Background: an optimization exercise with open tools, aiming at small area and a short achievable clock period. Do not read the settings as production practice.
In this exercise RTL edits were held to simulation tests only and were not proved equivalent to the original.
Power and IR drop assume default switching activity.

## run X
==> flow/design.v <==
package bus_pkg;
  localparam int ADDR_W = 20;
  localparam int DATA_W = 8;
  typedef enum logic {
    leer     = 1'b0,
    escribir = 1'b1
  } operacion;
  typedef enum logic [2:0] {
    IDLE = 3'd0,
    ADDR = 3'd1,
    WAIT = 3'd2,
    DATA = 3'd3,
    TURN = 3'd4
  } resp_state_t;
endpackage
module bm_hold (input logic we, input logic nwe, input logic d, input logic q,
                output logic y);
  assign y = (we & d) | (nwe & q);
endmodule
module bm_wen (input logic a, input logic b, output logic we, output logic nwe);
  assign we  = a & b;
  assign nwe = ~(a & b);
endmodule
module bm_rd4 (input logic s0, input logic d0, input logic s1, input logic d1,
               input logic s2, input logic d2, input logic s3, input logic d3,
               output logic y);
  assign y = (s0 & d0) | (s1 & d1) | (s2 & d2) | (s3 & d3);
endmodule
module bm_nor2 (input logic a, input logic b, output logic y);
  assign y = ~(a | b);
endmodule
module bm_nand2 (input logic a, input logic b, output logic y);
  assign y = ~(a & b);
endmodule
module bm_nand4 (input logic a, input logic b, input logic c, input logic d,
                 output logic y);
  assign y = ~(a & b & c & d);
endmodule
module bus_mem_responder #(
  parameter logic [bus_pkg::ADDR_W-1:0] BASE = 20'h00000,
  parameter int                DEPTH_LOG2  = 8,
  parameter int                WAIT_STATES = 1,
  parameter logic [bus_pkg::DATA_W-1:0] FILL_BYTE = 8'hFF
) (
  input  logic              clk,
  input  logic              reset,
  input  logic              EN,
  input  logic              RD_WR,
  input  logic [bus_pkg::ADDR_W-1:0] Direction,
  input  logic [bus_pkg::DATA_W-1:0] Bus_in,
  output logic [bus_pkg::DATA_W-1:0] Bus_out,
  output logic              Bus_oe,
  output logic              READY,
  output logic              ERR,
  output logic              Busy
);
  logic        busy_q, idle_q, addr_q, wait_q, data_q;
  logic        err_q, oe_q, wnow_q;
  logic [7:0]  out_q;
  logic [7:0]  off_q;
  logic        op_q, in_win_q;
  logic [1:0]  phase_q;
  logic [2:0]  wpend_q;           
  logic [7:0]  waddr_q, wdata_q;  
  logic        fwd_d;             
  logic        src_tree_q;        
  logic [7:0]  alt_q;             
  logic [15:0] rhi_n_q;           
  logic [7:0]  rmt_n_q;           
  logic [15:0] wgo_q;             
  logic [3:0]  wmid_q;            
  logic [7:0]  rd;
  logic        accept;
  logic [7:0]  anext, wanext;
  logic [1:0]  rplace_nx, wplace_nx;
  assign accept = idle_q && EN;
  assign fwd_d  = (off_q == waddr_q);
  always_ff @(posedge clk or negedge reset) begin
    if (!reset) begin
      busy_q <= 1'b0;
      idle_q <= 1'b1;
      addr_q <= 1'b0;
      wait_q <= 1'b0;
      data_q <= 1'b0;
      err_q  <= 1'b0;
      oe_q   <= 1'b0;
      wnow_q <= 1'b0;
      out_q  <= '0;
      src_tree_q <= 1'b0;
      alt_q      <= '0;
    end else begin
      busy_q <= accept || addr_q || wait_q || data_q;
      idle_q <= !(accept || addr_q || wait_q || data_q);
      addr_q <= accept;
      wait_q <= addr_q;
      data_q <= wait_q;
      err_q  <= wait_q && !in_win_q;
      oe_q   <= wait_q && !op_q;
      wnow_q <= wait_q && op_q && in_win_q;
      src_tree_q <= addr_q && !op_q && in_win_q && !fwd_d && !rplace_nx[0];
      alt_q      <= ({8{addr_q && !op_q && in_win_q && !fwd_d && rplace_nx[0]}} & rd) |
                    ({8{addr_q && !op_q && in_win_q && fwd_d}} & wdata_q) |
                    ({8{addr_q && !op_q && !in_win_q}} & FILL_BYTE);
      out_q      <= ({8{src_tree_q}} & rd) | alt_q;
    end
  end
  always_ff @(posedge clk) begin
    if (idle_q) begin
      off_q    <= Direction[7:0];
      op_q     <= RD_WR;
      in_win_q <= (Direction[19:8] == 12'h000);
    end
  end
  always_ff @(posedge clk) begin
    case (phase_q)
      2'd0:    phase_q <= 2'd1;
      2'd1:    phase_q <= 2'd2;
      2'd2:    phase_q <= 2'd3;
      default: phase_q <= 2'd0;
    endcase
  end
  assign wanext = wnow_q ? off_q : waddr_q;
  always_ff @(posedge clk) begin
    wpend_q <= {wpend_q[1:0], wnow_q};
    if (wnow_q) begin
      waddr_q <= off_q;
      wdata_q <= Bus_in;
    end
  end
  assign anext     = idle_q ? Direction[7:0] : off_q;
  assign rplace_nx = anext[1:0] + phase_q + 2'd1;
  assign wplace_nx = wanext[1:0] + phase_q + 2'd1;
  always_ff @(posedge clk) begin
    for (int i = 0; i < 16; i++) begin
      rhi_n_q[i] <= (anext[7:4] != i[3:0]);
      wgo_q[i] <= (|{wpend_q[2:0], wnow_q}) && (wplace_nx == 2'd3) &&
                  (wanext[7:4] == i[3:0]);
    end
    for (int i = 0; i < 4; i++) begin
      rmt_n_q[2*i]   <= !(anext[3:2] == i[1:0] && rplace_nx == 2'd0);
      rmt_n_q[2*i+1] <= !(anext[3:2] == i[1:0] && rplace_nx == 2'd2);
      wmid_q[i]      <= (wanext[3:2] == i[1:0]);
    end
  end
  logic [127:0] rs;               
  logic [7:0]   row_q [256];      
  genvar r, p, b, k;
  generate
    for (r = 0; r < 64; r++) begin : g_ring
      logic we, nwe;
      logic [7:0] nxt;
      bm_wen  u_we  (.a(wgo_q[r / 4]), .b(wmid_q[r % 4]), .we(we), .nwe(nwe));
      for (b = 0; b < 8; b++) begin : g_bit
        bm_hold u_h (.we(we), .nwe(nwe), .d(wdata_q[b]), .q(row_q[4*r+3][b]), .y(nxt[b]));
      end
      always_ff @(posedge clk) begin
        row_q[4*r]   <= nxt;
        row_q[4*r+1] <= row_q[4*r];
        row_q[4*r+2] <= row_q[4*r+1];
        row_q[4*r+3] <= row_q[4*r+2];
      end
      for (p = 0; p < 2; p++) begin : g_pl
        bm_nor2 u_rs (.a(rhi_n_q[r / 4]), .b(rmt_n_q[(r % 4) * 2 + p]), .y(rs[2*r+p]));
      end
    end
    for (b = 0; b < 8; b++) begin : g_rd
      logic [31:0] t1;    
      logic [15:0] t2;    
      logic [3:0]  t3;    
      logic [1:0]  t4;    
      for (k = 0; k < 32; k++) begin : g_t1
        bm_rd4 u_a (.s0(rs[4*k]),   .d0(row_q[2*(4*k)][b]),
                    .s1(rs[4*k+1]), .d1(row_q[2*(4*k+1)][b]),
                    .s2(rs[4*k+2]), .d2(row_q[2*(4*k+2)][b]),
                    .s3(rs[4*k+3]), .d3(row_q[2*(4*k+3)][b]), .y(t1[k]));
      end
      for (k = 0; k < 16; k++) begin : g_t2
        bm_nor2 u_o (.a(t1[2*k]), .b(t1[2*k+1]), .y(t2[k]));
      end
      for (k = 0; k < 4; k++) begin : g_t3
        bm_nand4 u_n (.a(t2[4*k]), .b(t2[4*k+1]), .c(t2[4*k+2]), .d(t2[4*k+3]), .y(t3[k]));
      end
      bm_nor2 u_o4 (.a(t3[0]), .b(t3[1]), .y(t4[0]));
      bm_nor2 u_o5 (.a(t3[2]), .b(t3[3]), .y(t4[1]));
      assign rd[b] = ~(t4[0] & t4[1]);
    end
  endgenerate
  assign Bus_out = out_q;
  assign Bus_oe  = oe_q;
  assign READY   = data_q;
  assign ERR     = err_q;
  assign Busy    = busy_q;
endmodule
export LEC_CHECK = 0
export CAP_MARGIN = 20
export CORE_MARGIN = 2
export CORE_UTILIZATION = 40
export CTS_CLUSTER_DIAMETER = 100
export CTS_CLUSTER_SIZE = 24
export SETUP_SLACK_MARGIN = 3.2
export SLEW_MARGIN = 20
export SYNTH_HIERARCHICAL = 1
create_clock -name core_clock -period 5.0 [get_ports {clk}]
run.sh (not shown) runs the stock make flow with config.mk's settings and CLKGATE_MAP_FILE= SYNTH_SCRIPT=/design/flow/synth_recipe.tcl, a recipe that flattens the netlist after the stock synthesis.
Run X reached the end of the flow, and the finished layout is clean on the timing, DRC and antenna checks.
The inputs of run M differ from those of run X as listed below.
--- a/flow/design.v
+++ b/flow/design.v
@@ -16,11 +16,12 @@
 module bm_hold (input logic we, input logic nwe, input logic d, input logic q,
                 output logic y);
   assign y = (we & d) | (nwe & q);
 endmodule
-module bm_wen (input logic a, input logic b, output logic we, output logic nwe);
-  assign we  = a & b;
-  assign nwe = ~(a & b);
+module bm_wen (input logic a, input logic b, input logic c,
+               output logic we, output logic nwe);
+  assign we  = a & b & c;
+  assign nwe = ~(a & b & c);
 endmodule
 module bm_rd4 (input logic s0, input logic d0, input logic s1, input logic d1,
                input logic s2, input logic d2, input logic s3, input logic d3,
                output logic y);
@@ -62,14 +63,15 @@
   logic [1:0]  phase_q;
   logic [2:0]  wpend_q;           
   logic [7:0]  waddr_q, wdata_q;  
   logic        fwd_d;             
-  logic        src_tree_q;        
-  logic [7:0]  alt_q;             
+  logic        src_tree_q, src_buf_q, src_wd_q, src_ff_q;   
+  logic [7:0]  rdbuf_q;
   logic [15:0] rhi_n_q;           
   logic [7:0]  rmt_n_q;           
-  logic [15:0] wgo_q;             
+  logic [15:0] whi_q;             
   logic [3:0]  wmid_q;            
+  logic        go_q;              
   logic [7:0]  rd;
   logic        accept;
   logic [7:0]  anext, wanext;
   logic [1:0]  rplace_nx, wplace_nx;
@@ -86,9 +88,11 @@
       oe_q   <= 1'b0;
       wnow_q <= 1'b0;
       out_q  <= '0;
       src_tree_q <= 1'b0;
-      alt_q      <= '0;
+      src_buf_q  <= 1'b0;
+      src_wd_q   <= 1'b0;
+      src_ff_q   <= 1'b0;
     end else begin
       busy_q <= accept || addr_q || wait_q || data_q;
       idle_q <= !(accept || addr_q || wait_q || data_q);
       addr_q <= accept;
@@ -97,12 +101,13 @@
       err_q  <= wait_q && !in_win_q;
       oe_q   <= wait_q && !op_q;
       wnow_q <= wait_q && op_q && in_win_q;
       src_tree_q <= addr_q && !op_q && in_win_q && !fwd_d && !rplace_nx[0];
-      alt_q      <= ({8{addr_q && !op_q && in_win_q && !fwd_d && rplace_nx[0]}} & rd) |
-                    ({8{addr_q && !op_q && in_win_q && fwd_d}} & wdata_q) |
-                    ({8{addr_q && !op_q && !in_win_q}} & FILL_BYTE);
-      out_q      <= ({8{src_tree_q}} & rd) | alt_q;
+      src_buf_q  <= addr_q && !op_q && in_win_q && !fwd_d && rplace_nx[0];
+      src_wd_q   <= addr_q && !op_q && in_win_q && fwd_d;
+      src_ff_q   <= addr_q && !op_q && !in_win_q;
+      out_q  <= ({8{src_tree_q}} & rd) | ({8{src_buf_q}} & rdbuf_q) |
+                ({8{src_wd_q}} & wdata_q) | ({8{src_ff_q}} & FILL_BYTE);
     end
   end
   always_ff @(posedge clk) begin
     if (idle_q) begin
@@ -125,32 +130,34 @@
     if (wnow_q) begin
       waddr_q <= off_q;
       wdata_q <= Bus_in;
     end
+    rdbuf_q <= rd;
   end
   assign anext     = idle_q ? Direction[7:0] : off_q;
   assign rplace_nx = anext[1:0] + phase_q + 2'd1;
   assign wplace_nx = wanext[1:0] + phase_q + 2'd1;
   always_ff @(posedge clk) begin
     for (int i = 0; i < 16; i++) begin
       rhi_n_q[i] <= (anext[7:4] != i[3:0]);
-      wgo_q[i] <= (|{wpend_q[2:0], wnow_q}) && (wplace_nx == 2'd3) &&
-                  (wanext[7:4] == i[3:0]);
+      whi_q[i] <= (wanext[7:4] == i[3:0]);
     end
     for (int i = 0; i < 4; i++) begin
       rmt_n_q[2*i]   <= !(anext[3:2] == i[1:0] && rplace_nx == 2'd0);
       rmt_n_q[2*i+1] <= !(anext[3:2] == i[1:0] && rplace_nx == 2'd2);
       wmid_q[i]      <= (wanext[3:2] == i[1:0]);
     end
+    go_q   <= (|{wpend_q[2:0], wnow_q}) && (wplace_nx == 2'd3);
   end
   logic [127:0] rs;               
   logic [7:0]   row_q [256];      
   genvar r, p, b, k;
   generate
     for (r = 0; r < 64; r++) begin : g_ring
       logic we, nwe;
       logic [7:0] nxt;
-      bm_wen  u_we  (.a(wgo_q[r / 4]), .b(wmid_q[r % 4]), .we(we), .nwe(nwe));
+      bm_wen  u_we  (.a(whi_q[r / 4]), .b(wmid_q[r % 4]), .c(go_q),
+                     .we(we), .nwe(nwe));
       for (b = 0; b < 8; b++) begin : g_bit
         bm_hold u_h (.we(we), .nwe(nwe), .d(wdata_q[b]), .q(row_q[4*r+3][b]), .y(nxt[b]));
       end
       always_ff @(posedge clk) begin
Results
- Summary of run M over run X: share of final layout cell area taken by non-clock buffers picked up an extra 0.23 points; met2 demand-to-capacity share in global routing picked up an extra 0.50 points; largest net degree at the start of global routing picked up an extra 8; filler cell count in the final layout picked up an extra about 0.9%.
- On clock insertion delay at the later pin of the skew report: run M sits above run X.
- Peak supply drop (lower): run X
- Taking run X as the reference point, the share of the core filled with cells of run M falls by 0.21 points.
- Diff run X -> run M: number of standard cells in the final layout excluding fillers flat; post-synthesis instance area flat; power up about 1.2%; number of buffers added for setup after CTS down about 24%.
- Of the two candidates, run X has the better worst setup slack and run M the worse one.
- Comparing pin slew with the least headroom to its limit for run X and run M, the smaller number came from run M.
- Comparing run X and run M, area growth from synthesis to final layout is lower on run M.

## separate check: timing with driven ports
Ports are ideal in the flow. The routed layouts listed here were re-timed in OpenROAD.
Step 1 sets driving cells, clkbuf_16 on the clock port and buf_2 on the other inputs (assumed; they add their load-dependent delay and slew).
Step 2 also shifts input and output timing later by t, the mid clock arrival at the registers, as if the neighbouring blocks saw the same clock.
Three values: ideal ports, drivers, drivers and shift; two values: the first two.
run	t (ns)	slack for setup (ns)	cell pins on the clock port's net
run X	0.814	2.587 / 2.507 / 2.372	1
run M	0.826	2.577 / 2.494 / 2.415	1
After both steps every run listed still meets setup and hold. The setup slack of run X, which loses most, moves by -0.080 ns with the drivers and by -0.215 ns with both steps.
